From an optimization exercise on the open Yosys and OpenROAD flow, aimed at small area; shortcuts taken in it are not production practice.
In this exercise RTL edits were held to simulation tests only and were not proved equivalent to the original.

**design/flow/design.v**
```verilog
module awgn_clt_gen (
    input  logic        clock,
    input  logic        rst_n,
    input  logic        init,
    input  logic        ce,
    input  logic [31:0] seed,
    input  logic        gain_we,
    input  logic [0:0]  gain_sel,
    input  logic [15:0] gain_val,
    output logic        x_en,
    output logic [31:0] awgn
);
    localparam logic [31:0] MIX0 = 32'h9E3779B9;
    localparam logic [31:0] MIX1 = 32'h3C6EF372;
    localparam logic [15:0] ACC0 = 16'hA000;   
    function automatic logic [31:0] xs(input logic [31:0] s_in);
        logic [31:0] s;
        s = s_in ^ (s_in << 13);
        s = s ^ (s >> 17);
        s = s ^ (s << 5);
        xs = s;
    endfunction
    function automatic logic [15:0] clamp(input logic [19:0] q);
        logic povf, novf;
        povf  = !q[19] && (q[18:15] != 4'b0000);
        novf  =  q[19] && ((q[18:15] != 4'b1111) || (q[14:0] == 15'd0));
        clamp = povf ? 16'h7FFF : novf ? 16'h8001 : q[15:0];
    endfunction
    function automatic logic [31:0] cseed(input logic [31:0] b, input logic [31:0] m);
        logic [31:0] s;
        s = b ^ m;
        cseed = (s == 32'h0) ? 32'h1 : s;
    endfunction
    logic [31:0] s0_r, s1_r;
    logic [15:0] acc0_r, acc1_r;
    logic [15:0] g0_r, g1_r;
    logic [3:0]  cnt_r;
    logic        v1_r, x_en_r;
    logic [31:0] awgn_r;
    logic [31:0] d0, d1;
    logic [15:0] ae0, ae1, sum0, sum1, gn0, gn1, ma, mb;
    logic [19:0] q;
    logic [3:0]  qh0_r;
    logic [15:0] sat0, sat1;
    logic        c0, last;
    assign c0   = (cnt_r == 4'd0);
    assign last = (cnt_r == 4'd11);
    assign d0   = xs(s0_r);
    assign d1   = xs(s1_r);
    awgn_addf u_add0 (.a(acc0_r), .u(d0[31:20]), .s(ae0));   
    awgn_addr u_add1 (.a(acc1_r), .u(d1[31:20]), .s(ae1));
    assign sum0 = c0 ? {ACC0[15:12], d0[31:20]} : ae0;
    assign sum1 = c0 ? {ACC0[15:12], d1[31:20]} : ae1;
    assign gn0  = (gain_we && gain_sel == 1'b0) ? gain_val : g0_r;
    assign gn1  = (gain_we && gain_sel == 1'b1) ? gain_val : g1_r;
    assign ma   = v1_r ? acc1_r : sum0;
    assign mb   = (gain_we && gain_sel == 1'b0 && !v1_r) ? gain_val : (v1_r ? g1_r : g0_r);
    awgn_mul u_mul (.a(ma), .b(mb), .q(q));
    assign sat0 = clamp({qh0_r, acc0_r});
    assign sat1 = clamp(q);
    always_ff @(posedge clock or negedge rst_n) begin
        if (!rst_n) begin
            s0_r   <= MIX0 ^ 32'h1;
            s1_r   <= MIX1 ^ 32'h1;
            cnt_r  <= 4'd0;
            v1_r   <= 1'b0;
            x_en_r <= 1'b0;
            g0_r   <= 16'h1000;
            g1_r   <= 16'h1000;
            awgn_r <= 32'h0;
        end else begin
            if (init) begin
                s0_r  <= cseed(seed, MIX0);
                s1_r  <= cseed(seed, MIX1);
                cnt_r <= 4'd0;
            end else if (ce) begin
                s0_r  <= d0;
                s1_r  <= d1;
                cnt_r <= last ? 4'd0 : cnt_r + 4'd1;
            end
            v1_r   <= ce && !init && last;
            x_en_r <= v1_r;
            g0_r   <= gn0;
            g1_r   <= gn1;
            if (v1_r) awgn_r <= {sat1, sat0};
        end
    end
    always_ff @(posedge clock) begin
        qh0_r <= q[19:16];
    end
    always_ff @(posedge clock) begin
        if (ce) begin
            acc0_r <= last ? q[15:0] : sum0;
            acc1_r <= sum1;
        end
    end
    assign x_en = x_en_r;
    assign awgn = awgn_r;
endmodule
module awgn_mul (
    input  logic [15:0] a,
    input  logic [15:0] b,
    output logic [19:0] q
);
    logic bt1;
    logic x2;
    logic x3;
    logic x4;
    logic x5;
    logic x6;
    logic x7;
    logic x8;
    logic x9;
    logic x10;
    logic x11;
    logic x12;
    logic x13;
    logic x14;
    logic x15;
    logic x16;
    logic x17;
    logic x18;
    logic ns19;
    logic bo20;
    logic bt21;
    logic x22;
    logic x23;
    logic x24;
    logic x25;
    logic x26;
    logic x27;
    logic x28;
    logic x29;
    logic x30;
    logic x31;
    logic x32;
    logic x33;
    logic x34;
    logic x35;
    logic x36;
    logic x37;
    logic x38;
    logic ns39;
    logic bo40;
    logic bt41;
    logic x42;
    logic x43;
    logic x44;
    logic x45;
    logic x46;
    logic x47;
    logic x48;
    logic x49;
    logic x50;
    logic x51;
    logic x52;
    logic x53;
    logic x54;
    logic x55;
    logic x56;
    logic x57;
    logic x58;
    logic ns59;
    logic bo60;
    logic bt61;
    logic x62;
    logic x63;
    logic x64;
    logic x65;
    logic x66;
    logic x67;
    logic x68;
    logic x69;
    logic x70;
    logic x71;
    logic x72;
    logic x73;
    logic x74;
    logic x75;
    logic x76;
    logic x77;
    logic x78;
    logic ns79;
    logic bo80;
    logic bt81;
    logic x82;
    logic x83;
    logic x84;
    logic x85;
    logic x86;
    logic x87;
    logic x88;
    logic x89;
    logic x90;
    logic x91;
    logic x92;
    logic x93;
    logic x94;
    logic x95;
    logic x96;
    logic x97;
    logic x98;
    logic ns99;
    logic bo100;
    logic bt101;
    logic x102;
    logic x103;
    logic x104;
    logic x105;
    logic x106;
    logic x107;
    logic x108;
    logic x109;
    logic x110;
    logic x111;
    logic x112;
    logic x113;
    logic x114;
    logic x115;
    logic x116;
    logic x117;
    logic x118;
    logic ns119;
    logic bo120;
    logic bt121;
    logic x122;
    logic x123;
    logic x124;
    logic x125;
    logic x126;
    logic x127;
    logic x128;
    logic x129;
    logic x130;
    logic x131;
    logic x132;
    logic x133;
    logic x134;
    logic x135;
    logic x136;
    logic x137;
    logic x138;
    logic ns139;
    logic bo140;
    logic bt141;
    logic x142;
    logic x143;
    logic x144;
    logic x145;
    logic x146;
    logic x147;
    logic x148;
    logic x149;
    logic x150;
    logic x151;
    logic x152;
    logic x153;
    logic x154;
    logic x155;
    logic x156;
    logic x157;
    logic x158;
    logic ns159;
    logic s160;
    logic c161;
    logic s162;
    logic c163;
    logic s164;
    logic c165;
    logic s166;
    logic c167;
    logic s168;
    logic c169;
    logic s170;
    logic c171;
    logic s172;
    logic c173;
    logic s174;
    logic c175;
    logic s176;
    logic c177;
    logic s178;
    logic c179;
    logic s180;
    logic c181;
    logic s182;
    logic c183;
    logic s184;
    logic c185;
    logic s186;
    logic c187;
    logic s188;
    logic c189;
    logic s190;
    logic c191;
    logic s192;
    logic c193;
    logic s194;
    logic c195;
    logic s196;
    logic c197;
    logic s198;
    logic c199;
    logic s200;
    logic c201;
    logic s202;
    logic c203;
    logic s204;
    logic c205;
    logic s206;
    logic c207;
    logic s208;
    logic c209;
    logic s210;
    logic c211;
    logic s212;
    logic c213;
    logic s214;
    logic c215;
    logic s216;
    logic c217;
    logic s218;
    logic c219;
    logic s220;
    logic c221;
    logic s222;
    logic c223;
    logic s224;
    logic c225;
    logic s226;
    logic c227;
    logic s228;
    logic c229;
    logic s230;
    logic c231;
    logic s232;
    logic c233;
    logic s234;
    logic c235;
    logic s236;
    logic c237;
    logic s238;
    logic c239;
    logic s240;
    logic c241;
    logic s242;
    logic c243;
    logic s244;
    logic c245;
    logic s246;
    logic c247;
    logic s248;
    logic c249;
    logic s250;
    logic c251;
    logic s252;
    logic c253;
    logic s254;
    logic c255;
    logic s256;
    logic c257;
    logic s258;
    logic c259;
    logic s260;
    logic c261;
    logic s262;
    logic c263;
    logic s264;
    logic c265;
    logic s266;
    logic c267;
    logic s268;
    logic c269;
    logic s270;
    logic c271;
    logic s272;
    logic c273;
    logic s274;
    logic c275;
    logic s276;
    logic c277;
    logic s278;
    logic c279;
    logic s280;
    logic c281;
    logic s282;
    logic c283;
    logic s284;
    logic c285;
    logic s286;
    logic c287;
    logic s288;
    logic c289;
    logic s290;
    logic c291;
    logic s292;
    logic c293;
    logic s294;
    logic c295;
    logic s296;
    logic c297;
    logic s298;
    logic c299;
    logic s300;
    logic c301;
    logic s302;
    logic c303;
    logic s304;
    logic c305;
    logic s306;
    logic c307;
    logic s308;
    logic c309;
    logic s310;
    logic c311;
    logic s312;
    logic c313;
    logic s314;
    logic c315;
    logic s316;
    logic c317;
    logic s318;
    logic c319;
    logic s320;
    logic c321;
    logic s322;
    logic c323;
    logic s324;
    logic c325;
    logic s326;
    logic c327;
    logic s328;
    logic c329;
    logic s330;
    logic c331;
    logic s332;
    logic c333;
    logic s334;
    logic c335;
    logic s336;
    logic c337;
    logic s338;
    logic c339;
    logic s340;
    logic c341;
    logic s342;
    logic c343;
    logic s344;
    logic c345;
    logic s346;
    logic c347;
    logic s348;
    logic c349;
    logic s350;
    logic c351;
    logic s352;
    logic c353;
    logic s354;
    logic c355;
    logic s356;
    logic c357;
    logic s358;
    logic c359;
    logic s360;
    logic c361;
    logic s362;
    logic c363;
    logic s364;
    logic c365;
    logic s366;
    logic c367;
    logic s368;
    logic c369;
    logic s370;
    logic c371;
    logic s372;
    logic c373;
    logic s374;
    logic c375;
    logic s376;
    logic c377;
    logic s378;
    logic c379;
    logic s380;
    logic c381;
    logic s382;
    logic c383;
    logic s384;
    logic c385;
    logic s386;
    logic c387;
    logic s388;
    logic c389;
    logic s390;
    logic c391;
    logic s392;
    logic c393;
    logic s394;
    logic c395;
    logic s396;
    logic c397;
    logic s398;
    logic c399;
    logic s400;
    logic c401;
    logic s402;
    logic c403;
    logic s404;
    logic c405;
    logic s406;
    logic c407;
    logic s408;
    logic c409;
    logic s410;
    logic c411;
    logic s412;
    logic c413;
    logic s414;
    logic c415;
    logic s416;
    logic c417;
    logic s418;
    logic c419;
    logic s420;
    logic c421;
    logic s422;
    logic c423;
    logic s424;
    logic c425;
    logic s426;
    logic c427;
    logic s428;
    logic c429;
    logic s430;
    logic c431;
    logic s432;
    logic c433;
    logic s434;
    logic c435;
    logic s436;
    logic c437;
    logic s438;
    logic c439;
    logic s440;
    logic c441;
    logic s442;
    logic c443;
    logic s444;
    logic c445;
    logic s446;
    logic c447;
    logic s448;
    logic c449;
    logic s450;
    logic c451;
    logic s452;
    logic c453;
    logic s454;
    logic c455;
    logic s456;
    logic c457;
    logic s458;
    logic c459;
    logic s460;
    logic c461;
    logic s462;
    logic c463;
    logic g464;
    logic g465;
    logic p466;
    logic g467;
    logic p468;
    logic g469;
    logic p470;
    logic g471;
    logic p472;
    logic g473;
    logic p474;
    logic g475;
    logic p476;
    logic g477;
    logic p478;
    logic g479;
    logic p480;
    logic g481;
    logic p482;
    logic g483;
    logic p484;
    logic g485;
    logic p486;
    logic g487;
    logic g488;
    logic p489;
    logic g490;
    logic p491;
    logic g492;
    logic p493;
    logic g494;
    logic p495;
    logic g496;
    logic p497;
    logic g498;
    logic g499;
    logic p500;
    logic g501;
    logic p502;
    logic g503;
    logic g504;
    logic g505;
    logic g506;
    logic g507;
    logic g508;
    logic g509;
    logic g510;
    logic g511;
    logic g512;
    logic g513;
    logic g514;
    logic g515;
    logic g516;
    logic g517;
    logic g518;
    logic g519;
    logic g520;
    logic g521;
    logic g522;
    logic s523;
    logic s524;
    logic s525;
    logic s526;
    logic s527;
    logic s528;
    logic s529;
    logic s530;
    logic s531;
    logic s532;
    logic s533;
    logic s534;
    logic s535;
    logic s536;
    logic s537;
    logic s538;
    logic s539;
    logic s540;
    logic s541;
    logic s542;
    logic s543;
    logic s544;
    logic s545;
    assign bt1 = a[1] & ~a[0];
    assign x2 = ((a[0] & b[0])) ^ a[1];
    assign x3 = ((a[0] & b[1]) | (bt1 & b[0])) ^ a[1];
    assign x4 = ((a[0] & b[2]) | (bt1 & b[1])) ^ a[1];
    assign x5 = ((a[0] & b[3]) | (bt1 & b[2])) ^ a[1];
    assign x6 = ((a[0] & b[4]) | (bt1 & b[3])) ^ a[1];
    assign x7 = ((a[0] & b[5]) | (bt1 & b[4])) ^ a[1];
    assign x8 = ((a[0] & b[6]) | (bt1 & b[5])) ^ a[1];
    assign x9 = ((a[0] & b[7]) | (bt1 & b[6])) ^ a[1];
    assign x10 = ((a[0] & b[8]) | (bt1 & b[7])) ^ a[1];
    assign x11 = ((a[0] & b[9]) | (bt1 & b[8])) ^ a[1];
    assign x12 = ((a[0] & b[10]) | (bt1 & b[9])) ^ a[1];
    assign x13 = ((a[0] & b[11]) | (bt1 & b[10])) ^ a[1];
    assign x14 = ((a[0] & b[12]) | (bt1 & b[11])) ^ a[1];
    assign x15 = ((a[0] & b[13]) | (bt1 & b[12])) ^ a[1];
    assign x16 = ((a[0] & b[14]) | (bt1 & b[13])) ^ a[1];
    assign x17 = ((a[0] & b[15]) | (bt1 & b[14])) ^ a[1];
    assign x18 = ((bt1 & b[15])) ^ a[1];
    assign ns19 = ~a[1];
    assign bo20 = a[2] ^ a[1];
    assign bt21 = (a[3] & ~a[2] & ~a[1]) | (~a[3] & a[2] & a[1]);
    assign x22 = ((bo20 & b[0])) ^ a[3];
    assign x23 = ((bo20 & b[1]) | (bt21 & b[0])) ^ a[3];
    assign x24 = ((bo20 & b[2]) | (bt21 & b[1])) ^ a[3];
    assign x25 = ((bo20 & b[3]) | (bt21 & b[2])) ^ a[3];
    assign x26 = ((bo20 & b[4]) | (bt21 & b[3])) ^ a[3];
    assign x27 = ((bo20 & b[5]) | (bt21 & b[4])) ^ a[3];
    assign x28 = ((bo20 & b[6]) | (bt21 & b[5])) ^ a[3];
    assign x29 = ((bo20 & b[7]) | (bt21 & b[6])) ^ a[3];
    assign x30 = ((bo20 & b[8]) | (bt21 & b[7])) ^ a[3];
    assign x31 = ((bo20 & b[9]) | (bt21 & b[8])) ^ a[3];
    assign x32 = ((bo20 & b[10]) | (bt21 & b[9])) ^ a[3];
    assign x33 = ((bo20 & b[11]) | (bt21 & b[10])) ^ a[3];
    assign x34 = ((bo20 & b[12]) | (bt21 & b[11])) ^ a[3];
    assign x35 = ((bo20 & b[13]) | (bt21 & b[12])) ^ a[3];
    assign x36 = ((bo20 & b[14]) | (bt21 & b[13])) ^ a[3];
    assign x37 = ((bo20 & b[15]) | (bt21 & b[14])) ^ a[3];
    assign x38 = ((bt21 & b[15])) ^ a[3];
    assign ns39 = ~a[3];
    assign bo40 = a[4] ^ a[3];
    assign bt41 = (a[5] & ~a[4] & ~a[3]) | (~a[5] & a[4] & a[3]);
    assign x42 = ((bo40 & b[0])) ^ a[5];
    assign x43 = ((bo40 & b[1]) | (bt41 & b[0])) ^ a[5];
    assign x44 = ((bo40 & b[2]) | (bt41 & b[1])) ^ a[5];
    assign x45 = ((bo40 & b[3]) | (bt41 & b[2])) ^ a[5];
    assign x46 = ((bo40 & b[4]) | (bt41 & b[3])) ^ a[5];
    assign x47 = ((bo40 & b[5]) | (bt41 & b[4])) ^ a[5];
    assign x48 = ((bo40 & b[6]) | (bt41 & b[5])) ^ a[5];
    assign x49 = ((bo40 & b[7]) | (bt41 & b[6])) ^ a[5];
    assign x50 = ((bo40 & b[8]) | (bt41 & b[7])) ^ a[5];
    assign x51 = ((bo40 & b[9]) | (bt41 & b[8])) ^ a[5];
    assign x52 = ((bo40 & b[10]) | (bt41 & b[9])) ^ a[5];
    assign x53 = ((bo40 & b[11]) | (bt41 & b[10])) ^ a[5];
    assign x54 = ((bo40 & b[12]) | (bt41 & b[11])) ^ a[5];
    assign x55 = ((bo40 & b[13]) | (bt41 & b[12])) ^ a[5];
    assign x56 = ((bo40 & b[14]) | (bt41 & b[13])) ^ a[5];
    assign x57 = ((bo40 & b[15]) | (bt41 & b[14])) ^ a[5];
    assign x58 = ((bt41 & b[15])) ^ a[5];
    assign ns59 = ~a[5];
    assign bo60 = a[6] ^ a[5];
    assign bt61 = (a[7] & ~a[6] & ~a[5]) | (~a[7] & a[6] & a[5]);
    assign x62 = ((bo60 & b[0])) ^ a[7];
    assign x63 = ((bo60 & b[1]) | (bt61 & b[0])) ^ a[7];
    assign x64 = ((bo60 & b[2]) | (bt61 & b[1])) ^ a[7];
    assign x65 = ((bo60 & b[3]) | (bt61 & b[2])) ^ a[7];
    assign x66 = ((bo60 & b[4]) | (bt61 & b[3])) ^ a[7];
    assign x67 = ((bo60 & b[5]) | (bt61 & b[4])) ^ a[7];
    assign x68 = ((bo60 & b[6]) | (bt61 & b[5])) ^ a[7];
    assign x69 = ((bo60 & b[7]) | (bt61 & b[6])) ^ a[7];
    assign x70 = ((bo60 & b[8]) | (bt61 & b[7])) ^ a[7];
    assign x71 = ((bo60 & b[9]) | (bt61 & b[8])) ^ a[7];
    assign x72 = ((bo60 & b[10]) | (bt61 & b[9])) ^ a[7];
    assign x73 = ((bo60 & b[11]) | (bt61 & b[10])) ^ a[7];
    assign x74 = ((bo60 & b[12]) | (bt61 & b[11])) ^ a[7];
    assign x75 = ((bo60 & b[13]) | (bt61 & b[12])) ^ a[7];
    assign x76 = ((bo60 & b[14]) | (bt61 & b[13])) ^ a[7];
    assign x77 = ((bo60 & b[15]) | (bt61 & b[14])) ^ a[7];
    assign x78 = ((bt61 & b[15])) ^ a[7];
    assign ns79 = ~a[7];
    assign bo80 = a[8] ^ a[7];
    assign bt81 = (a[9] & ~a[8] & ~a[7]) | (~a[9] & a[8] & a[7]);
    assign x82 = ((bo80 & b[0])) ^ a[9];
    assign x83 = ((bo80 & b[1]) | (bt81 & b[0])) ^ a[9];
    assign x84 = ((bo80 & b[2]) | (bt81 & b[1])) ^ a[9];
    assign x85 = ((bo80 & b[3]) | (bt81 & b[2])) ^ a[9];
    assign x86 = ((bo80 & b[4]) | (bt81 & b[3])) ^ a[9];
    assign x87 = ((bo80 & b[5]) | (bt81 & b[4])) ^ a[9];
    assign x88 = ((bo80 & b[6]) | (bt81 & b[5])) ^ a[9];
    assign x89 = ((bo80 & b[7]) | (bt81 & b[6])) ^ a[9];
    assign x90 = ((bo80 & b[8]) | (bt81 & b[7])) ^ a[9];
    assign x91 = ((bo80 & b[9]) | (bt81 & b[8])) ^ a[9];
    assign x92 = ((bo80 & b[10]) | (bt81 & b[9])) ^ a[9];
    assign x93 = ((bo80 & b[11]) | (bt81 & b[10])) ^ a[9];
    assign x94 = ((bo80 & b[12]) | (bt81 & b[11])) ^ a[9];
    assign x95 = ((bo80 & b[13]) | (bt81 & b[12])) ^ a[9];
    assign x96 = ((bo80 & b[14]) | (bt81 & b[13])) ^ a[9];
    assign x97 = ((bo80 & b[15]) | (bt81 & b[14])) ^ a[9];
    assign x98 = ((bt81 & b[15])) ^ a[9];
    assign ns99 = ~a[9];
    assign bo100 = a[10] ^ a[9];
    assign bt101 = (a[11] & ~a[10] & ~a[9]) | (~a[11] & a[10] & a[9]);
    assign x102 = ((bo100 & b[0])) ^ a[11];
    assign x103 = ((bo100 & b[1]) | (bt101 & b[0])) ^ a[11];
    assign x104 = ((bo100 & b[2]) | (bt101 & b[1])) ^ a[11];
    assign x105 = ((bo100 & b[3]) | (bt101 & b[2])) ^ a[11];
    assign x106 = ((bo100 & b[4]) | (bt101 & b[3])) ^ a[11];
    assign x107 = ((bo100 & b[5]) | (bt101 & b[4])) ^ a[11];
    assign x108 = ((bo100 & b[6]) | (bt101 & b[5])) ^ a[11];
    assign x109 = ((bo100 & b[7]) | (bt101 & b[6])) ^ a[11];
    assign x110 = ((bo100 & b[8]) | (bt101 & b[7])) ^ a[11];
    assign x111 = ((bo100 & b[9]) | (bt101 & b[8])) ^ a[11];
    assign x112 = ((bo100 & b[10]) | (bt101 & b[9])) ^ a[11];
    assign x113 = ((bo100 & b[11]) | (bt101 & b[10])) ^ a[11];
    assign x114 = ((bo100 & b[12]) | (bt101 & b[11])) ^ a[11];
    assign x115 = ((bo100 & b[13]) | (bt101 & b[12])) ^ a[11];
    assign x116 = ((bo100 & b[14]) | (bt101 & b[13])) ^ a[11];
    assign x117 = ((bo100 & b[15]) | (bt101 & b[14])) ^ a[11];
    assign x118 = ((bt101 & b[15])) ^ a[11];
    assign ns119 = ~a[11];
    assign bo120 = a[12] ^ a[11];
    assign bt121 = (a[13] & ~a[12] & ~a[11]) | (~a[13] & a[12] & a[11]);
    assign x122 = ((bo120 & b[0])) ^ a[13];
    assign x123 = ((bo120 & b[1]) | (bt121 & b[0])) ^ a[13];
    assign x124 = ((bo120 & b[2]) | (bt121 & b[1])) ^ a[13];
    assign x125 = ((bo120 & b[3]) | (bt121 & b[2])) ^ a[13];
    assign x126 = ((bo120 & b[4]) | (bt121 & b[3])) ^ a[13];
    assign x127 = ((bo120 & b[5]) | (bt121 & b[4])) ^ a[13];
    assign x128 = ((bo120 & b[6]) | (bt121 & b[5])) ^ a[13];
    assign x129 = ((bo120 & b[7]) | (bt121 & b[6])) ^ a[13];
    assign x130 = ((bo120 & b[8]) | (bt121 & b[7])) ^ a[13];
    assign x131 = ((bo120 & b[9]) | (bt121 & b[8])) ^ a[13];
    assign x132 = ((bo120 & b[10]) | (bt121 & b[9])) ^ a[13];
    assign x133 = ((bo120 & b[11]) | (bt121 & b[10])) ^ a[13];
    assign x134 = ((bo120 & b[12]) | (bt121 & b[11])) ^ a[13];
    assign x135 = ((bo120 & b[13]) | (bt121 & b[12])) ^ a[13];
    assign x136 = ((bo120 & b[14]) | (bt121 & b[13])) ^ a[13];
    assign x137 = ((bo120 & b[15]) | (bt121 & b[14])) ^ a[13];
    assign x138 = ((bt121 & b[15])) ^ a[13];
    assign ns139 = ~a[13];
    assign bo140 = a[14] ^ a[13];
    assign bt141 = (a[15] & ~a[14] & ~a[13]) | (~a[15] & a[14] & a[13]);
    assign x142 = ((bo140 & b[0])) ^ a[15];
    assign x143 = ((bo140 & b[1]) | (bt141 & b[0])) ^ a[15];
    assign x144 = ((bo140 & b[2]) | (bt141 & b[1])) ^ a[15];
    assign x145 = ((bo140 & b[3]) | (bt141 & b[2])) ^ a[15];
    assign x146 = ((bo140 & b[4]) | (bt141 & b[3])) ^ a[15];
    assign x147 = ((bo140 & b[5]) | (bt141 & b[4])) ^ a[15];
    assign x148 = ((bo140 & b[6]) | (bt141 & b[5])) ^ a[15];
    assign x149 = ((bo140 & b[7]) | (bt141 & b[6])) ^ a[15];
    assign x150 = ((bo140 & b[8]) | (bt141 & b[7])) ^ a[15];
    assign x151 = ((bo140 & b[9]) | (bt141 & b[8])) ^ a[15];
    assign x152 = ((bo140 & b[10]) | (bt141 & b[9])) ^ a[15];
    assign x153 = ((bo140 & b[11]) | (bt141 & b[10])) ^ a[15];
    assign x154 = ((bo140 & b[12]) | (bt141 & b[11])) ^ a[15];
    assign x155 = ((bo140 & b[13]) | (bt141 & b[12])) ^ a[15];
    assign x156 = ((bo140 & b[14]) | (bt141 & b[13])) ^ a[15];
    assign x157 = ((bo140 & b[15]) | (bt141 & b[14])) ^ a[15];
    assign x158 = ((bt141 & b[15])) ^ a[15];
    assign ns159 = ~a[15];
    assign s160 = x12 ^ x30;
    assign c161 = x12 & x30;
    assign s162 = x13 ^ x31;
    assign c163 = x13 & x31;
    assign s164 = x14 ^ x32 ^ x50;
    assign c165 = (x14 & x32) | (x14 & x50) | (x32 & x50);
    assign s166 = x68 ^ x86;
    assign c167 = x68 & x86;
    assign s168 = x15 ^ x33 ^ x51;
    assign c169 = (x15 & x33) | (x15 & x51) | (x33 & x51);
    assign s170 = x69 ^ x87;
    assign c171 = x69 & x87;
    assign s172 = x16 ^ x34 ^ x52;
    assign c173 = (x16 & x34) | (x16 & x52) | (x34 & x52);
    assign s174 = x70 ^ x88 ^ x106;
    assign c175 = (x70 & x88) | (x70 & x106) | (x88 & x106);
    assign s176 = x124 ^ x142;
    assign c177 = x124 & x142;
    assign s178 = x17 ^ x35 ^ x53;
    assign c179 = (x17 & x35) | (x17 & x53) | (x35 & x53);
    assign s180 = x71 ^ x89 ^ x107;
    assign c181 = (x71 & x89) | (x71 & x107) | (x89 & x107);
    assign s182 = x125 ^ x143;
    assign c183 = x125 & x143;
    assign s184 = x18 ^ x36 ^ x54;
    assign c185 = (x18 & x36) | (x18 & x54) | (x36 & x54);
    assign s186 = x72 ^ x90 ^ x108;
    assign c187 = (x72 & x90) | (x72 & x108) | (x90 & x108);
    assign s188 = x126 ^ x144;
    assign c189 = x126 & x144;
    assign s190 = a[1] ^ x37 ^ x55;
    assign c191 = (a[1] & x37) | (a[1] & x55) | (x37 & x55);
    assign s192 = x73 ^ x91 ^ x109;
    assign c193 = (x73 & x91) | (x73 & x109) | (x91 & x109);
    assign s194 = x127 ^ x145;
    assign c195 = x127 & x145;
    assign s196 = a[1] ^ x38 ^ x56;
    assign c197 = (a[1] & x38) | (a[1] & x56) | (x38 & x56);
    assign s198 = x74 ^ x92 ^ x110;
    assign c199 = (x74 & x92) | (x74 & x110) | (x92 & x110);
    assign s200 = x128 ^ x146;
    assign c201 = x128 & x146;
    assign s202 = ns19 ^ ns39 ^ x57;
    assign c203 = (ns19 & ns39) | (ns19 & x57) | (ns39 & x57);
    assign s204 = x75 ^ x93 ^ x111;
    assign c205 = (x75 & x93) | (x75 & x111) | (x93 & x111);
    assign s206 = x129 ^ x147;
    assign c207 = x129 & x147;
    assign s208 = 1'b1 ^ x58 ^ x76;
    assign c209 = (1'b1 & x58) | (1'b1 & x76) | (x58 & x76);
    assign s210 = x94 ^ x112 ^ x130;
    assign c211 = (x94 & x112) | (x94 & x130) | (x112 & x130);
    assign s212 = ns59 ^ x77 ^ x95;
    assign c213 = (ns59 & x77) | (ns59 & x95) | (x77 & x95);
    assign s214 = 1'b1 ^ x78;
    assign c215 = 1'b1 & x78;
    assign s216 = x8 ^ x26;
    assign c217 = x8 & x26;
    assign s218 = x9 ^ x27;
    assign c219 = x9 & x27;
    assign s220 = x10 ^ x28 ^ x46;
    assign c221 = (x10 & x28) | (x10 & x46) | (x28 & x46);
    assign s222 = x64 ^ x82;
    assign c223 = x64 & x82;
    assign s224 = x11 ^ x29 ^ x47;
    assign c225 = (x11 & x29) | (x11 & x47) | (x29 & x47);
    assign s226 = x65 ^ x83;
    assign c227 = x65 & x83;
    assign s228 = x48 ^ x66 ^ x84;
    assign c229 = (x48 & x66) | (x48 & x84) | (x66 & x84);
    assign s230 = x102 ^ a[11] ^ s160;
    assign c231 = (x102 & a[11]) | (x102 & s160) | (a[11] & s160);
    assign s232 = x49 ^ x67 ^ x85;
    assign c233 = (x49 & x67) | (x49 & x85) | (x67 & x85);
    assign s234 = x103 ^ c161 ^ s162;
    assign c235 = (x103 & c161) | (x103 & s162) | (c161 & s162);
    assign s236 = x104 ^ x122 ^ a[13];
    assign c237 = (x104 & x122) | (x104 & a[13]) | (x122 & a[13]);
    assign s238 = c163 ^ s164 ^ s166;
    assign c239 = (c163 & s164) | (c163 & s166) | (s164 & s166);
    assign s240 = x105 ^ x123 ^ c165;
    assign c241 = (x105 & x123) | (x105 & c165) | (x123 & c165);
    assign s242 = c167 ^ s168 ^ s170;
    assign c243 = (c167 & s168) | (c167 & s170) | (s168 & s170);
    assign s244 = a[15] ^ c169 ^ c171;
    assign c245 = (a[15] & c169) | (a[15] & c171) | (c169 & c171);
    assign s246 = s172 ^ s174 ^ s176;
    assign c247 = (s172 & s174) | (s172 & s176) | (s174 & s176);
    assign s248 = c173 ^ c175 ^ c177;
    assign c249 = (c173 & c175) | (c173 & c177) | (c175 & c177);
    assign s250 = s178 ^ s180 ^ s182;
    assign c251 = (s178 & s180) | (s178 & s182) | (s180 & s182);
    assign s252 = c179 ^ c181 ^ c183;
    assign c253 = (c179 & c181) | (c179 & c183) | (c181 & c183);
    assign s254 = s184 ^ s186 ^ s188;
    assign c255 = (s184 & s186) | (s184 & s188) | (s186 & s188);
    assign s256 = c185 ^ c187 ^ c189;
    assign c257 = (c185 & c187) | (c185 & c189) | (c187 & c189);
    assign s258 = s190 ^ s192 ^ s194;
    assign c259 = (s190 & s192) | (s190 & s194) | (s192 & s194);
    assign s260 = c191 ^ c193 ^ c195;
    assign c261 = (c191 & c193) | (c191 & c195) | (c193 & c195);
    assign s262 = s196 ^ s198 ^ s200;
    assign c263 = (s196 & s198) | (s196 & s200) | (s198 & s200);
    assign s264 = c197 ^ c199 ^ c201;
    assign c265 = (c197 & c199) | (c197 & c201) | (c199 & c201);
    assign s266 = s202 ^ s204 ^ s206;
    assign c267 = (s202 & s204) | (s202 & s206) | (s204 & s206);
    assign s268 = x148 ^ c203 ^ c205;
    assign c269 = (x148 & c203) | (x148 & c205) | (c203 & c205);
    assign s270 = c207 ^ s208 ^ s210;
    assign c271 = (c207 & s208) | (c207 & s210) | (s208 & s210);
    assign s272 = x113 ^ x131 ^ x149;
    assign c273 = (x113 & x131) | (x113 & x149) | (x131 & x149);
    assign s274 = c209 ^ c211 ^ s212;
    assign c275 = (c209 & c211) | (c209 & s212) | (c211 & s212);
    assign s276 = x96 ^ x114 ^ x132;
    assign c277 = (x96 & x114) | (x96 & x132) | (x114 & x132);
    assign s278 = x150 ^ c213 ^ s214;
    assign c279 = (x150 & c213) | (x150 & s214) | (c213 & s214);
    assign s280 = ns79 ^ x97 ^ x115;
    assign c281 = (ns79 & x97) | (ns79 & x115) | (x97 & x115);
    assign s282 = x133 ^ x151 ^ c215;
    assign c283 = (x133 & x151) | (x133 & c215) | (x151 & c215);
    assign s284 = 1'b1 ^ x98 ^ x116;
    assign c285 = (1'b1 & x98) | (1'b1 & x116) | (x98 & x116);
    assign s286 = x134 ^ x152;
    assign c287 = x134 & x152;
    assign s288 = ns99 ^ x117 ^ x135;
    assign c289 = (ns99 & x117) | (ns99 & x135) | (x117 & x135);
    assign s290 = 1'b1 ^ x118;
    assign c291 = 1'b1 & x118;
    assign s292 = x6 ^ x24;
    assign c293 = x6 & x24;
    assign s294 = x7 ^ x25;
    assign c295 = x7 & x25;
    assign s296 = x44 ^ x62 ^ a[7];
    assign c297 = (x44 & x62) | (x44 & a[7]) | (x62 & a[7]);
    assign s298 = x45 ^ x63 ^ c217;
    assign c299 = (x45 & x63) | (x45 & c217) | (x63 & c217);
    assign s300 = a[9] ^ c219 ^ s220;
    assign c301 = (a[9] & c219) | (a[9] & s220) | (c219 & s220);
    assign s302 = c221 ^ c223 ^ s224;
    assign c303 = (c221 & c223) | (c221 & s224) | (c223 & s224);
    assign s304 = c225 ^ c227 ^ s228;
    assign c305 = (c225 & c227) | (c225 & s228) | (c227 & s228);
    assign s306 = c229 ^ c231 ^ s232;
    assign c307 = (c229 & c231) | (c229 & s232) | (c231 & s232);
    assign s308 = c233 ^ c235 ^ s236;
    assign c309 = (c233 & c235) | (c233 & s236) | (c235 & s236);
    assign s310 = c237 ^ c239 ^ s240;
    assign c311 = (c237 & c239) | (c237 & s240) | (c239 & s240);
    assign s312 = c241 ^ c243 ^ s244;
    assign c313 = (c241 & c243) | (c241 & s244) | (c243 & s244);
    assign s314 = c245 ^ c247 ^ s248;
    assign c315 = (c245 & c247) | (c245 & s248) | (c247 & s248);
    assign s316 = c249 ^ c251 ^ s252;
    assign c317 = (c249 & c251) | (c249 & s252) | (c251 & s252);
    assign s318 = c253 ^ c255 ^ s256;
    assign c319 = (c253 & c255) | (c253 & s256) | (c255 & s256);
    assign s320 = c257 ^ c259 ^ s260;
    assign c321 = (c257 & c259) | (c257 & s260) | (c259 & s260);
    assign s322 = c261 ^ c263 ^ s264;
    assign c323 = (c261 & c263) | (c261 & s264) | (c263 & s264);
    assign s324 = c265 ^ c267 ^ s268;
    assign c325 = (c265 & c267) | (c265 & s268) | (c267 & s268);
    assign s326 = c269 ^ c271 ^ s272;
    assign c327 = (c269 & c271) | (c269 & s272) | (c271 & s272);
    assign s328 = c273 ^ c275 ^ s276;
    assign c329 = (c273 & c275) | (c273 & s276) | (c275 & s276);
    assign s330 = c277 ^ c279 ^ s280;
    assign c331 = (c277 & c279) | (c277 & s280) | (c279 & s280);
    assign s332 = c281 ^ c283 ^ s284;
    assign c333 = (c281 & c283) | (c281 & s284) | (c283 & s284);
    assign s334 = x153 ^ c285 ^ c287;
    assign c335 = (x153 & c285) | (x153 & c287) | (c285 & c287);
    assign s336 = x136 ^ x154 ^ c289;
    assign c337 = (x136 & x154) | (x136 & c289) | (x154 & c289);
    assign s338 = ns119 ^ x137 ^ x155;
    assign c339 = (ns119 & x137) | (ns119 & x155) | (x137 & x155);
    assign s340 = 1'b1 ^ x138;
    assign c341 = 1'b1 & x138;
    assign s342 = x4 ^ x22;
    assign c343 = x4 & x22;
    assign s344 = x5 ^ x23;
    assign c345 = x5 & x23;
    assign s346 = x42 ^ a[5] ^ s292;
    assign c347 = (x42 & a[5]) | (x42 & s292) | (a[5] & s292);
    assign s348 = x43 ^ c293 ^ s294;
    assign c349 = (x43 & c293) | (x43 & s294) | (c293 & s294);
    assign s350 = s216 ^ c295 ^ s296;
    assign c351 = (s216 & c295) | (s216 & s296) | (c295 & s296);
    assign s352 = s218 ^ c297 ^ s298;
    assign c353 = (s218 & c297) | (s218 & s298) | (c297 & s298);
    assign s354 = s222 ^ c299 ^ s300;
    assign c355 = (s222 & c299) | (s222 & s300) | (c299 & s300);
    assign s356 = s226 ^ c301 ^ s302;
    assign c357 = (s226 & c301) | (s226 & s302) | (c301 & s302);
    assign s358 = s230 ^ c303 ^ s304;
    assign c359 = (s230 & c303) | (s230 & s304) | (c303 & s304);
    assign s360 = s234 ^ c305 ^ s306;
    assign c361 = (s234 & c305) | (s234 & s306) | (c305 & s306);
    assign s362 = s238 ^ c307 ^ s308;
    assign c363 = (s238 & c307) | (s238 & s308) | (c307 & s308);
    assign s364 = s242 ^ c309 ^ s310;
    assign c365 = (s242 & c309) | (s242 & s310) | (c309 & s310);
    assign s366 = s246 ^ c311 ^ s312;
    assign c367 = (s246 & c311) | (s246 & s312) | (c311 & s312);
    assign s368 = s250 ^ c313 ^ s314;
    assign c369 = (s250 & c313) | (s250 & s314) | (c313 & s314);
    assign s370 = s254 ^ c315 ^ s316;
    assign c371 = (s254 & c315) | (s254 & s316) | (c315 & s316);
    assign s372 = s258 ^ c317 ^ s318;
    assign c373 = (s258 & c317) | (s258 & s318) | (c317 & s318);
    assign s374 = s262 ^ c319 ^ s320;
    assign c375 = (s262 & c319) | (s262 & s320) | (c319 & s320);
    assign s376 = s266 ^ c321 ^ s322;
    assign c377 = (s266 & c321) | (s266 & s322) | (c321 & s322);
    assign s378 = s270 ^ c323 ^ s324;
    assign c379 = (s270 & c323) | (s270 & s324) | (c323 & s324);
    assign s380 = s274 ^ c325 ^ s326;
    assign c381 = (s274 & c325) | (s274 & s326) | (c325 & s326);
    assign s382 = s278 ^ c327 ^ s328;
    assign c383 = (s278 & c327) | (s278 & s328) | (c327 & s328);
    assign s384 = s282 ^ c329 ^ s330;
    assign c385 = (s282 & c329) | (s282 & s330) | (c329 & s330);
    assign s386 = s286 ^ c331 ^ s332;
    assign c387 = (s286 & c331) | (s286 & s332) | (c331 & s332);
    assign s388 = s288 ^ c333 ^ s334;
    assign c389 = (s288 & c333) | (s288 & s334) | (c333 & s334);
    assign s390 = s290 ^ c335 ^ s336;
    assign c391 = (s290 & c335) | (s290 & s336) | (c335 & s336);
    assign s392 = c291 ^ c337 ^ s338;
    assign c393 = (c291 & c337) | (c291 & s338) | (c337 & s338);
    assign s394 = x156 ^ c339 ^ s340;
    assign c395 = (x156 & c339) | (x156 & s340) | (c339 & s340);
    assign s396 = ns139 ^ x157 ^ c341;
    assign c397 = (ns139 & x157) | (ns139 & c341) | (x157 & c341);
    assign s398 = 1'b1 ^ x158;
    assign c399 = 1'b1 & x158;
    assign s400 = x2 ^ a[1];
    assign c401 = x2 & a[1];
    assign s402 = x3 ^ c401;
    assign c403 = x3 & c401;
    assign s404 = a[3] ^ s342 ^ c403;
    assign c405 = (a[3] & s342) | (a[3] & c403) | (s342 & c403);
    assign s406 = c343 ^ s344 ^ c405;
    assign c407 = (c343 & s344) | (c343 & c405) | (s344 & c405);
    assign s408 = c345 ^ s346 ^ c407;
    assign c409 = (c345 & s346) | (c345 & c407) | (s346 & c407);
    assign s410 = c347 ^ s348 ^ c409;
    assign c411 = (c347 & s348) | (c347 & c409) | (s348 & c409);
    assign s412 = c349 ^ s350 ^ c411;
    assign c413 = (c349 & s350) | (c349 & c411) | (s350 & c411);
    assign s414 = c351 ^ s352 ^ c413;
    assign c415 = (c351 & s352) | (c351 & c413) | (s352 & c413);
    assign s416 = c353 ^ s354 ^ c415;
    assign c417 = (c353 & s354) | (c353 & c415) | (s354 & c415);
    assign s418 = c355 ^ s356;
    assign c419 = c355 & s356;
    assign s420 = c357 ^ s358;
    assign c421 = c357 & s358;
    assign s422 = c359 ^ s360;
    assign c423 = c359 & s360;
    assign s424 = c361 ^ s362;
    assign c425 = c361 & s362;
    assign s426 = c363 ^ s364;
    assign c427 = c363 & s364;
    assign s428 = c365 ^ s366;
    assign c429 = c365 & s366;
    assign s430 = c367 ^ s368;
    assign c431 = c367 & s368;
    assign s432 = c369 ^ s370;
    assign c433 = c369 & s370;
    assign s434 = c371 ^ s372;
    assign c435 = c371 & s372;
    assign s436 = c373 ^ s374;
    assign c437 = c373 & s374;
    assign s438 = c375 ^ s376;
    assign c439 = c375 & s376;
    assign s440 = c377 ^ s378;
    assign c441 = c377 & s378;
    assign s442 = c379 ^ s380;
    assign c443 = c379 & s380;
    assign s444 = c381 ^ s382;
    assign c445 = c381 & s382;
    assign s446 = c383 ^ s384;
    assign c447 = c383 & s384;
    assign s448 = c385 ^ s386;
    assign c449 = c385 & s386;
    assign s450 = c387 ^ s388;
    assign c451 = c387 & s388;
    assign s452 = c389 ^ s390;
    assign c453 = c389 & s390;
    assign s454 = c391 ^ s392;
    assign c455 = c391 & s392;
    assign s456 = c393 ^ s394;
    assign c457 = c393 & s394;
    assign s458 = c395 ^ s396;
    assign c459 = c395 & s396;
    assign s460 = c397 ^ s398;
    assign c461 = c397 & s398;
    assign s462 = ns159 ^ c399;
    assign c463 = ns159 & c399;
    assign g464 = c419 | (s418 & c417);
    assign g465 = c423 | (s422 & c421);
    assign p466 = s422 & s420;
    assign g467 = c427 | (s426 & c425);
    assign p468 = s426 & s424;
    assign g469 = c431 | (s430 & c429);
    assign p470 = s430 & s428;
    assign g471 = c435 | (s434 & c433);
    assign p472 = s434 & s432;
    assign g473 = c439 | (s438 & c437);
    assign p474 = s438 & s436;
    assign g475 = c443 | (s442 & c441);
    assign p476 = s442 & s440;
    assign g477 = c447 | (s446 & c445);
    assign p478 = s446 & s444;
    assign g479 = c451 | (s450 & c449);
    assign p480 = s450 & s448;
    assign g481 = c455 | (s454 & c453);
    assign p482 = s454 & s452;
    assign g483 = c459 | (s458 & c457);
    assign p484 = s458 & s456;
    assign g485 = c463 | (s462 & c461);
    assign p486 = s462 & s460;
    assign g487 = g465 | (p466 & g464);
    assign g488 = g469 | (p470 & g467);
    assign p489 = p470 & p468;
    assign g490 = g473 | (p474 & g471);
    assign p491 = p474 & p472;
    assign g492 = g477 | (p478 & g475);
    assign p493 = p478 & p476;
    assign g494 = g481 | (p482 & g479);
    assign p495 = p482 & p480;
    assign g496 = g485 | (p486 & g483);
    assign p497 = p486 & p484;
    assign g498 = g488 | (p489 & g487);
    assign g499 = g492 | (p493 & g490);
    assign p500 = p493 & p491;
    assign g501 = g496 | (p497 & g494);
    assign p502 = p497 & p495;
    assign g503 = g499 | (p500 & g498);
    assign g504 = g501 | (p502 & g503);
    assign g505 = g490 | (p491 & g498);
    assign g506 = g494 | (p495 & g503);
    assign g507 = g467 | (p468 & g487);
    assign g508 = g471 | (p472 & g498);
    assign g509 = g475 | (p476 & g505);
    assign g510 = g479 | (p480 & g503);
    assign g511 = g483 | (p484 & g506);
    assign g512 = c421 | (s420 & g464);
    assign g513 = c425 | (s424 & g487);
    assign g514 = c429 | (s428 & g507);
    assign g515 = c433 | (s432 & g498);
    assign g516 = c437 | (s436 & g508);
    assign g517 = c441 | (s440 & g505);
    assign g518 = c445 | (s444 & g509);
    assign g519 = c449 | (s448 & g503);
    assign g520 = c453 | (s452 & g510);
    assign g521 = c457 | (s456 & g506);
    assign g522 = c461 | (s460 & g511);
    assign s523 = s418 ^ c417;
    assign s524 = s420 ^ g464;
    assign s525 = s422 ^ g512;
    assign s526 = s424 ^ g487;
    assign s527 = s426 ^ g513;
    assign s528 = s428 ^ g507;
    assign s529 = s430 ^ g514;
    assign s530 = s432 ^ g498;
    assign s531 = s434 ^ g515;
    assign s532 = s436 ^ g508;
    assign s533 = s438 ^ g516;
    assign s534 = s440 ^ g505;
    assign s535 = s442 ^ g517;
    assign s536 = s444 ^ g509;
    assign s537 = s446 ^ g518;
    assign s538 = s448 ^ g503;
    assign s539 = s450 ^ g519;
    assign s540 = s452 ^ g510;
    assign s541 = s454 ^ g520;
    assign s542 = s456 ^ g506;
    assign s543 = s458 ^ g521;
    assign s544 = s460 ^ g511;
    assign s545 = s462 ^ g522;
    assign q = {s545, s544, s543, s542, s541, s540, s539, s538, s537, s536, s535, s534, s533, s532, s531, s530, s529, s528, s527, s526};
endmodule
module awgn_addf (
    input  logic [15:0] a,
    input  logic [11:0] u,
    output logic [15:0] s
);
    logic s1;
    logic c2;
    logic s3;
    logic c4;
    logic s5;
    logic c6;
    logic s7;
    logic c8;
    logic s9;
    logic c10;
    logic s11;
    logic c12;
    logic s13;
    logic c14;
    logic s15;
    logic c16;
    logic s17;
    logic c18;
    logic s19;
    logic c20;
    logic s21;
    logic c22;
    logic s23;
    logic c24;
    logic g25;
    logic p26;
    logic g27;
    logic p28;
    logic g29;
    logic p30;
    logic g31;
    logic p32;
    logic g33;
    logic p34;
    logic g35;
    logic p36;
    logic p37;
    logic p38;
    logic g39;
    logic p40;
    logic g41;
    logic p42;
    logic g43;
    logic p44;
    logic p45;
    logic g46;
    logic p47;
    logic g48;
    logic p49;
    logic g50;
    logic p51;
    logic g52;
    logic p53;
    logic g54;
    logic p55;
    logic g56;
    logic p57;
    logic g58;
    logic p59;
    logic g60;
    logic p61;
    logic g62;
    logic p63;
    logic g64;
    logic p65;
    logic g66;
    logic p67;
    logic g68;
    logic p69;
    logic g70;
    logic p71;
    logic g72;
    logic p73;
    logic s74;
    logic s75;
    logic s76;
    logic s77;
    logic s78;
    logic s79;
    logic s80;
    logic s81;
    logic s82;
    logic s83;
    logic s84;
    logic s85;
    logic s86;
    logic s87;
    logic s88;
    assign s1 = a[0] ^ u[0];
    assign c2 = a[0] & u[0];
    assign s3 = a[1] ^ u[1];
    assign c4 = a[1] & u[1];
    assign s5 = a[2] ^ u[2];
    assign c6 = a[2] & u[2];
    assign s7 = a[3] ^ u[3];
    assign c8 = a[3] & u[3];
    assign s9 = a[4] ^ u[4];
    assign c10 = a[4] & u[4];
    assign s11 = a[5] ^ u[5];
    assign c12 = a[5] & u[5];
    assign s13 = a[6] ^ u[6];
    assign c14 = a[6] & u[6];
    assign s15 = a[7] ^ u[7];
    assign c16 = a[7] & u[7];
    assign s17 = a[8] ^ u[8];
    assign c18 = a[8] & u[8];
    assign s19 = a[9] ^ u[9];
    assign c20 = a[9] & u[9];
    assign s21 = a[10] ^ u[10];
    assign c22 = a[10] & u[10];
    assign s23 = a[11] ^ u[11];
    assign c24 = a[11] & u[11];
    assign g25 = c4 | (s3 & c2);
    assign p26 = s3 & s1;
    assign g27 = c8 | (s7 & c6);
    assign p28 = s7 & s5;
    assign g29 = c12 | (s11 & c10);
    assign p30 = s11 & s9;
    assign g31 = c16 | (s15 & c14);
    assign p32 = s15 & s13;
    assign g33 = c20 | (s19 & c18);
    assign p34 = s19 & s17;
    assign g35 = c24 | (s23 & c22);
    assign p36 = s23 & s21;
    assign p37 = a[13] & a[12];
    assign p38 = a[15] & a[14];
    assign g39 = g27 | (p28 & g25);
    assign p40 = p28 & p26;
    assign g41 = g31 | (p32 & g29);
    assign p42 = p32 & p30;
    assign g43 = g35 | (p36 & g33);
    assign p44 = p36 & p34;
    assign p45 = p38 & p37;
    assign g46 = g41 | (p42 & g39);
    assign p47 = p42 & p40;
    assign g48 = p45 & g43;
    assign p49 = p45 & p44;
    assign g50 = g48 | (p49 & g46);
    assign p51 = p49 & p47;
    assign g52 = g43 | (p44 & g46);
    assign p53 = p44 & p47;
    assign g54 = g29 | (p30 & g39);
    assign p55 = p30 & p40;
    assign g56 = g33 | (p34 & g46);
    assign p57 = p34 & p47;
    assign g58 = p37 & g52;
    assign p59 = p37 & p53;
    assign g60 = c6 | (s5 & g25);
    assign p61 = s5 & p26;
    assign g62 = c10 | (s9 & g39);
    assign p63 = s9 & p40;
    assign g64 = c14 | (s13 & g54);
    assign p65 = s13 & p55;
    assign g66 = c18 | (s17 & g46);
    assign p67 = s17 & p47;
    assign g68 = c22 | (s21 & g56);
    assign p69 = s21 & p57;
    assign g70 = a[12] & g52;
    assign p71 = a[12] & p53;
    assign g72 = a[14] & g58;
    assign p73 = a[14] & p59;
    assign s74 = s3 ^ c2;
    assign s75 = s5 ^ g25;
    assign s76 = s7 ^ g60;
    assign s77 = s9 ^ g39;
    assign s78 = s11 ^ g62;
    assign s79 = s13 ^ g54;
    assign s80 = s15 ^ g64;
    assign s81 = s17 ^ g46;
    assign s82 = s19 ^ g66;
    assign s83 = s21 ^ g56;
    assign s84 = s23 ^ g68;
    assign s85 = a[12] ^ g52;
    assign s86 = a[13] ^ g70;
    assign s87 = a[14] ^ g58;
    assign s88 = a[15] ^ g72;
    assign s = {s88, s87, s86, s85, s84, s83, s82, s81, s80, s79, s78, s77, s76, s75, s74, s1};
endmodule
module awgn_addr (
    input  logic [15:0] a,
    input  logic [11:0] u,
    output logic [15:0] s
);
    logic s1;
    logic c2;
    logic s3;
    logic c4;
    logic s5;
    logic c6;
    logic s7;
    logic c8;
    logic s9;
    logic c10;
    logic s11;
    logic c12;
    logic s13;
    logic c14;
    logic s15;
    logic c16;
    logic s17;
    logic c18;
    logic s19;
    logic c20;
    logic s21;
    logic c22;
    logic s23;
    logic c24;
    logic s25;
    logic c26;
    logic s27;
    logic c28;
    logic s29;
    logic c30;
    logic s31;
    logic c32;
    assign s1 = a[0] ^ u[0];
    assign c2 = a[0] & u[0];
    assign s3 = a[1] ^ u[1] ^ c2;
    assign c4 = (a[1] & u[1]) | (a[1] & c2) | (u[1] & c2);
    assign s5 = a[2] ^ u[2] ^ c4;
    assign c6 = (a[2] & u[2]) | (a[2] & c4) | (u[2] & c4);
    assign s7 = a[3] ^ u[3] ^ c6;
    assign c8 = (a[3] & u[3]) | (a[3] & c6) | (u[3] & c6);
    assign s9 = a[4] ^ u[4] ^ c8;
    assign c10 = (a[4] & u[4]) | (a[4] & c8) | (u[4] & c8);
    assign s11 = a[5] ^ u[5] ^ c10;
    assign c12 = (a[5] & u[5]) | (a[5] & c10) | (u[5] & c10);
    assign s13 = a[6] ^ u[6] ^ c12;
    assign c14 = (a[6] & u[6]) | (a[6] & c12) | (u[6] & c12);
    assign s15 = a[7] ^ u[7] ^ c14;
    assign c16 = (a[7] & u[7]) | (a[7] & c14) | (u[7] & c14);
    assign s17 = a[8] ^ u[8] ^ c16;
    assign c18 = (a[8] & u[8]) | (a[8] & c16) | (u[8] & c16);
    assign s19 = a[9] ^ u[9] ^ c18;
    assign c20 = (a[9] & u[9]) | (a[9] & c18) | (u[9] & c18);
    assign s21 = a[10] ^ u[10] ^ c20;
    assign c22 = (a[10] & u[10]) | (a[10] & c20) | (u[10] & c20);
    assign s23 = a[11] ^ u[11] ^ c22;
    assign c24 = (a[11] & u[11]) | (a[11] & c22) | (u[11] & c22);
    assign s25 = a[12] ^ c24;
    assign c26 = a[12] & c24;
    assign s27 = a[13] ^ c26;
    assign c28 = a[13] & c26;
    assign s29 = a[14] ^ c28;
    assign c30 = a[14] & c28;
    assign s31 = a[15] ^ c30;
    assign c32 = a[15] & c30;
    assign s = {s31, s29, s27, s25, s23, s21, s19, s17, s15, s13, s11, s9, s7, s5, s3, s1};
endmodule
```
**design/flow/config.mk**
```make
export PLATFORM = sky130hd
export DESIGN_NAME = awgn_clt_gen
export DESIGN_NICKNAME = awgn_clt_gen
export VERILOG_FILES = /design/flow/design.v
export SDC_FILE = /design/flow/constraint.sdc
export NUM_CORES = 4
export LEC_CHECK = 0
export ABC_AREA = 1
export CAP_MARGIN = 20
export CORE_MARGIN = 2
export CORE_UTILIZATION = 40
export SLEW_MARGIN = 20
```
**design/flow/constraint.sdc**
```tcl
create_clock -name core_clock -period 10.0 [get_ports {clock}]
set_input_delay 2.0000 -clock core_clock [delete_from_list [all_inputs] [get_ports {clock}]]
set_output_delay 2.0000 -clock core_clock [all_outputs]
set_load 0.01 [all_outputs]
```
**design/flow/run.sh**
```bash
#!/bin/bash
# synth_recipe.tcl (not shown) runs the flow's synth.tcl, then flattens the netlist and writes it again
# the make line also repeats each setting of config.mk as NAME=value (left out here)
make -C /OpenROAD-flow-scripts/flow DESIGN_CONFIG=/design/flow/config.mk WORK_HOME=/design/flow/orfs CLKGATE_MAP_FILE= SYNTH_SCRIPT=/design/flow/synth_recipe.tcl finish
```
==> flow_summary.json, run 1 <==
{
  "status": "complete, no violations",
  "start_kind": "flip-flop",
  "yosysTopAreaCell": "dfrtp_1",
  "cts_root_buffer": "clkbuf_16",
  "placed_cell_area_sq_um": 17100,
  "synth_nets": 2085,
  "cap_violations": 0,
  "slowest_stage": "dfstp_2",
  "ys_seq_area_share_pct": 28.4,
  "dr.pass1.iters": 5,
  "cp-startpoint": "s0_r[7]$_DFFE_PN1P_",
  "grt_pass1_wl_um": 70200,
  "endpoint": "awgn_r[21]$_DFFE_PN0P_",
  "grt_antenna_before_repair": 2,
  "start_util_pct": 40.5,
  "drive_gt1_share_pct": 8.70,
  "synth-compound-area-share_pct": 15.6,
  "n_fill_cell": 3787,
  "synth_top_family_by_area": "adder cells",
  "ys_ff_latch": 170,
  "antenna_cells": 0,
  "ctsHoldBuffers": 0,
  "core_sq_um": 38600,
  "clock_latency_ns": 0.47,
  "slew_headroom_pct": 40.8,
  "multi_input_area_sq_um": 9930,
  "yosysUniqueCellTypes": 56,
  "ys_async_sr_fraction_pct": 78.8,
  "tightest_slew_ns": 0.888,
  "critPathKind": "reg -> reg",
  "die_x_um": 202,
  "yosys_warnings": 1,
  "skew_ns": 0.0195,
  "layout_commonest_cell": "nand2_1",
  "min_path_type": "reg -> reg",
  "rr_worst_depth": 42,
  "ys_dominant_reg_cell": "dfrtp_1",
  "synthXorXnorAreaFrac_pct": 13.7,
  "syn_avg_cell_area_sq_um": 8.45,
  "grt_util_all_layers_pct": 21.9,
  "fin_nets": 2138,
  "grt_max_degree": 70,
  "synth.top_cell.area_share_pct": 14.9,
  "drt-total-wl_um": 44300,
  "end_kind": "flip-flop",
  "finalSetupViolCount": 0,
  "die_area_sq_um": 40800,
  "routed_via_density": 5.34,
  "postSynthCellCount": 1853,
  "postRouteAntennaNets": 0,
  "timing.rr.start": "s0_r[7]$_DFFE_PN1P_",
  "die_h_um": 202,
  "maxSlewViolCount": 0,
  "synthMuxAreaShare_pct": 0.895,
  "gp_congestion": 0.919,
  "hpwl_um": 34300,
  "synth_area_sq_um": 15700,
  "cts_tree": "yes",
  "drc": 0,
  "numCtsBuffers": 17,
  "syn2layout_area_growth_pct": 13.5,
  "seqCellArea_sq_um": 4450,
  "cts.sinks": 170,
  "gr-total-overflow": 0,
  "htree_levels": 4,
  "hold_viol_final": 0,
  "crit_fanout": 10,
  "slowest_delay_ns": 0.58,
  "hold-worst-slack_ns": 0.475,
  "cts_max_path_buffers": 2,
  "max_freq_ghz": 0.105,
  "crit_top_cell": "fa_1",
  "finish.instance_area_sq_um": 17800,
  "io_buffers": 86,
  "synthTopCellsByArea": "dfrtp_1 (15%), fa_1 (15%), xor2_1 (9.1%)",
  "clk_pin_slew_ns": 0.07,
  "layout_common_cells": "nand2_1 (329), inv_1 (254), xor2_1 (162)",
  "wire_per_inst_um": 18.2,
  "synth_fa_ha_area_share_pct": 19.8,
  "rows": 72,
  "post-route-period-util_pct": 95.1,
  "cp.arrival_ns": 9.89,
  "finalCriticalPeriod_ns": 9.51,
  "vias": 13000,
  "ff2ff_setup_slack_ns": 0.49,
  "grt_pass1_vias": 12500,
  "ios": 87,
  "reg2reg_to": "awgn_r[21]$_DFFE_PN0P_",
  "post-cts-setup-buffers": 0,
  "worstPathRequired_ns": 10.37,
  "synthSimpleGateAreaFrac_pct": 12.8,
  "synth_edf_count": 32,
  "initialDrtViolationCount": 1118
}
==> critical path, delay by kind of cell (launching register included) <==
kind                     cells  cell delay, ns
adder cells (fa/ha/maj)      9            3.50
AO/OA/AOI/OAI               12            2.49
AND/OR/NAND/NOR             10            1.53
XOR/XNOR                     4            0.71
buffers and inverters        7            0.60
flip-flops                   1            0.58
==> metrics by stage <==
step / cells / TNS [ns] / util [%] / setup WS [ns]
after floorplan: 1853 / 0 / - / 1.17
after global placement: 2405 / 0 / 44.3 / 0.390
after detailed placement: 2405 / 0 / 44.3 / 0.183
after CTS: 2437 / 0 / 45.8 / 0.106
after global routing: 2437 / -0.352 / 46.0 / -0.0526
final: 2437 / 0 / 46.0 / 0.487
==> sequential cells by signal, summed over array words and instances, names as in the netlist <==
signal  count
g1_r       16
acc1_r     16
qh0_r       4
cnt_r       4
acc0_r     16
v1_r        1
awgn_r     32
x_en_r      1
s0_r       32
s1_r       32
g0_r       16
==> logic make-up (layout without fill, tap and decap cells) <==
kind of cell             after synthesis  count (layout)
AO/OA/AOI/OAI                        399             399
multiplexers                          14              14
AND/OR/NAND/NOR                      490             490
buffers and inverters                358             424
flip-flops                           170             170
XOR/XNOR                             244             244
adder cells (fa/ha/maj)              178             178
==> cell type report <==
type                       count  share of cell area [%]
sequential                   170                    25.0
multi-input combinational   1325                    55.9
clock buffer                  17                    2.39
tap                          518                    3.65
timing repair buffer         125                    6.54
inverter                     267                    5.64
clock inverter                15                   0.880
==> synthesized netlist by cell type (12+ instances only) <==
master	number
a21oi_1	54
nand3_1	22
xnor2_1	79
mux2i_1	14
o221ai_1	13
fa_1	116
nand2_1	332
o21ai_0	111
o211ai_1	18
or2_2	14
nor2_1	79
inv_1	255
buf_2	17
xor2_1	163
clkbuf_1	67
dfrtp_1	93
edfxtp_1	32
ha_1	62
o21a_1	14
a22oi_1	12
o22ai_1	123
dfstp_2	41
nor4_1	14
==> routing by layer <==
metal | vias up | global-route usage (%) | part of all wire, %
li1 | 6197 | - | -
met1 | 6307 | 32.4 | 47
met2 | 446 | 33.1 | 44
met3 | 57 | 3.21 | 6.5
met4 | 2 | 6.49 | 2.1
met5 | - | 0 | 0.029
==> worst min-delay path by stage <==
stage,startpoint,to,slack [ns],depth (start not counted)
3_3_place_gp,awgn_r[11]$_DFFE_PN0P_,awgn_r[11]$_DFFE_PN0P_,0.47,2
3_5_place_dp,awgn_r[11]$_DFFE_PN0P_,awgn_r[11]$_DFFE_PN0P_,0.47,2
4_1_cts,s1_r[19]$_DFFE_PN1P_,s1_r[19]$_DFFE_PN1P_,0.48,2
2_1_floorplan,v1_r$_DFF_PN0_,x_en_r$_DFF_PN0_,0.35,0
5_1_grt,awgn_r[31]$_DFFE_PN0P_,awgn_r[31]$_DFFE_PN0P_,0.50,2
6_report,s1_r[19]$_DFFE_PN1P_,s1_r[19]$_DFFE_PN1P_,0.48,2
==> repair_timing <==
item	in CTS	in global routing
hold endpoints to repair	0	0
endpoints found under the setup margin	0	16
gates resized for setup	0	18
==> run 2: changes to the inputs <==
==> design/flow/flow/run.sh (new file) <==
#!/bin/bash
# Own flow: the standard layout (standard.sh, unchanged synthesis), with every
# input and output port buffered by the smallest buffer (buf_1) instead of the
# default choice. Each tool's output goes to a log file here.
set -euo pipefail
export BUFFER_PORTS_ARGS="-buffer_cell sky130_fd_sc_hd__buf_1"
bash standard.sh > standard_flow.log 2>&1
==> design/flow/standard.sh (new file) <==
#!/bin/bash
# synth_recipe.tcl (not shown) runs the flow's synth.tcl, then flattens the netlist and writes it again
# the make line also repeats each setting of config.mk as NAME=value (left out here)
make -C /OpenROAD-flow-scripts/flow DESIGN_CONFIG=/design/flow/config.mk WORK_HOME=/design/flow/orfs CLKGATE_MAP_FILE= SYNTH_SCRIPT=/design/flow/synth_recipe.tcl "${@:-finish}"
--- a/design/flow/config.mk
+++ b/design/flow/config.mk
@@ -9,4 +9,5 @@
 export CAP_MARGIN = 20
 export CORE_MARGIN = 2
 export CORE_UTILIZATION = 40
+export CTS_BUF_LIST = sky130_fd_sc_hd__clkbuf_8
 export SLEW_MARGIN = 20
removed: design/flow/run.sh
==> flow_summary.json, run 2 <==
{
  "status": "complete, no violations",
  "slew_headroom_pct": 34.6,
  "syn2layout_area_growth_pct": 8.91,
  "post-route-period-util_pct": 93.2,
  "n_fill_cell": 3837,
  "tightest_slew_ns": 0.975,
  "max_freq_ghz": 0.107,
  "worstPathRequired_ns": 10.35,
  "gp_congestion": 0.903,
  "synth_edf_count": 32,
  "finalSetupViolCount": 0,
  "cp.arrival_ns": 9.67,
  "ys_async_sr_fraction_pct": 78.8,
  "syn_avg_cell_area_sq_um": 8.45,
  "critPathKind": "reg -> reg",
  "crit_fanout": 15,
  "clock_latency_ns": 0.48,
  "synth_common_cells": "nand2_1 (332), inv_1 (255), xor2_1 (163), o22ai_1 (123), fa_1 (116)",
  "maxSlewViolCount": 0,
  "post-cts-setup-buffers": 0,
  "dr.pass1.iters": 6,
  "cts_tree": "yes",
  "die_area_sq_um": 40800,
  "postRouteAntennaNets": 0,
  "initialDrtViolationCount": 1182,
  "io_buffers": 86,
  "htree_levels": 4,
  "core_sq_um": 38600,
  "ctsHoldBuffers": 0,
  "slowest_stage": "dfstp_2",
  "gr-total-overflow": 0,
  "wire_per_inst_um": 18.4,
  "cts.sinks": 170,
  "start_util_pct": 40.5,
  "use_met2_pct": 34.7,
  "end_kind": "flip-flop",
  "placed_cell_area_sq_um": 16600,
  "ys_seq_area_share_pct": 28.4,
  "synth_nets": 2085,
  "synth_most_common_cell": "nand2_1",
  "skew_ns": 0.0160,
  "slowest_delay_ns": 0.59,
  "min_path_type": "reg -> reg",
  "ys_dominant_reg_cell": "dfrtp_1",
  "ios": 87,
  "setup-tns-final_ns": 0,
  "cts_max_path_buffers": 2,
  "grt_util_all_layers_pct": 22.5,
  "yosysUniqueCellTypes": 56,
  "drc": 0,
  "layout_common_cells": "nand2_1 (329), inv_1 (256), xor2_1 (162)",
  "grt_antenna_before_repair": 1,
  "finish.instance_area_sq_um": 17100,
  "fin_nets": 2141,
  "die_x_um": 202,
  "antenna_cells": 0,
  "grtUsageMet3_pct": 2.97,
  "synth.top_cell.area_share_pct": 14.9,
  "synthTopCellsByArea": "dfrtp_1 (15%), fa_1 (15%), xor2_1 (9.1%)",
  "hold_viol_final": 0,
  "yosys_warnings": 1,
  "drt-total-wl_um": 44900,
  "grt_pass1_wl_um": 72700,
  "finalNonFillerCells": 2440,
  "crit_top_cell": "fa_1",
  "postSynthCellCount": 1853,
  "routed_via_density": 5.36,
  "grt_pass1_vias": 12900,
  "use_met1_pct": 33.5,
  "rsz0062_at_grt": "false",
  "yosysTopAreaCell": "dfrtp_1",
  "vias": 13100,
  "ys_ff_latch": 170,
  "finalCriticalPeriod_ns": 9.32,
  "rows": 72,
  "numCtsBuffers": 17,
  "start_kind": "flip-flop",
  "grt_max_degree": 56,
  "cap_violations": 0,
  "drive_gt1_share_pct": 8.64,
  "layout_commonest_cell": "nand2_1",
  "dp_cells": 2408,
  "grt.busiest_layer": "met2",
  "synth_area_sq_um": 15700,
  "die_h_um": 202,
  "ctsResizeCount": 0,
  "clk_pin_slew_ns": 0.10,
  "cts_root_buffer": "clkbuf_8",
  "hpwl_um": 34700,
  "top_regs": "awgn_r (32), s0_r (32), s1_r (32)"
}
[run 2: cell counts after synthesis]
No cell type changed its count.
[run 2: worst paths after layout]
check                                      from  cells after the start  slack [ns]                     end
max                         s0_r[7]$_DFFE_PN1P_                     39        0.68  awgn_r[26]$_DFFE_PN0P_
min                        s1_r[19]$_DFFE_PN1P_                      2        0.48    s1_r[19]$_DFFE_PN1P_
max reg2reg                 s0_r[7]$_DFFE_PN1P_                     39        0.68  awgn_r[26]$_DFFE_PN0P_
min reg2reg                s1_r[19]$_DFFE_PN1P_                      2        0.48    s1_r[19]$_DFFE_PN1P_
max in group asynchronous                 rst_n                      2        7.37     g1_r[7]$_DFFE_PN0P_
min in group asynchronous                 rst_n                      1        1.52     s0_r[9]$_DFFE_PN0P_
[run 2: area by class of cell]
cell class | count | area, sq um | share of cell area [%]
clock inverter | 15 | 164 | 0.961
inverter | 267 | 1000 | 5.88
tap | 518 | 648 | 3.80
multi-input combinational | 1325 | 9920 | 58.1
timing repair buffer | 128 | 643 | 3.77
clock buffer | 17 | 234 | 1.37
sequential | 170 | 4450 | 26.1
[run 2: layer usage]
layer,up-vias,routed length (um)
li1,6186,-
met1,6417,21400
met2,420,20200
met3,44,2740
met4,0,550
met5,-,0
[run 2: critical path, delay by kind of cell, from the launching register on]
| kind | cells | cell delay [ns] |
|---|---|---|
| and+or+nand+nor | 10 | 1.67 |
| adders and majority gates | 9 | 3.48 |
| xor gates and xnor gates | 3 | 0.61 |
| DFF | 1 | 0.59 |
| AOI/OAI and AO/OA | 11 | 2.23 |
| buffers and inverters | 6 | 0.61 |
[run 2: stage by stage]
step                      setup slack, ns  hold slack [ns]  util, %
after floorplan                      1.17            0.349        -
after global placement              0.587            0.462     43.0
after detailed placement            0.479            0.469     43.0
after CTS                           0.427            0.491     44.0
after global routing              0.00809            0.507     44.1
final                               0.685            0.481     44.1
[run 2: cell families after synthesis]
logic type	after synthesis	synth area share, %
multiplexers	14	0.895
adder cells (fa/ha/maj)	178	19.8
AO/OA/AOI/OAI	399	15.6
XOR/XNOR	244	13.7
AND/OR/NAND/NOR	490	12.8
buffers and inverters	358	8.75
flip-flops	170	28.4

==> separate check: timing with driven ports <==
No port has a modelled driver above. Below, the same layouts with a new extraction and two added sets of constraints. Step 1: set_driving_cell puts a clkbuf_16 on clock and a buf_2 on each other input, an assumption about the parent block. Step 2, shift: input delay + t, output delay - t, t = (earliest + latest rising clock arrival at the registers) / 2. This alone moves slack from input paths to output paths. a / b / c = no drivers / after step 1 / after step 2; a / b = the first two.
| run | shift t [ns] | setup WS [ns] | hold slack, ns | worst register clock-pin slew, ns |
|---|---|---|---|---|
| run 1 | 0.504 | 0.487 / 0.487 / 0.487 | 0.475 / 0.475 / 0.475 | 0.08 / 0.08 |
| run 2 | 0.520 | 0.685 / 0.685 / 0.685 | 0.481 / 0.481 / 0.481 | 0.11 / 0.11 |
After both steps setup and hold are still met in every run listed.
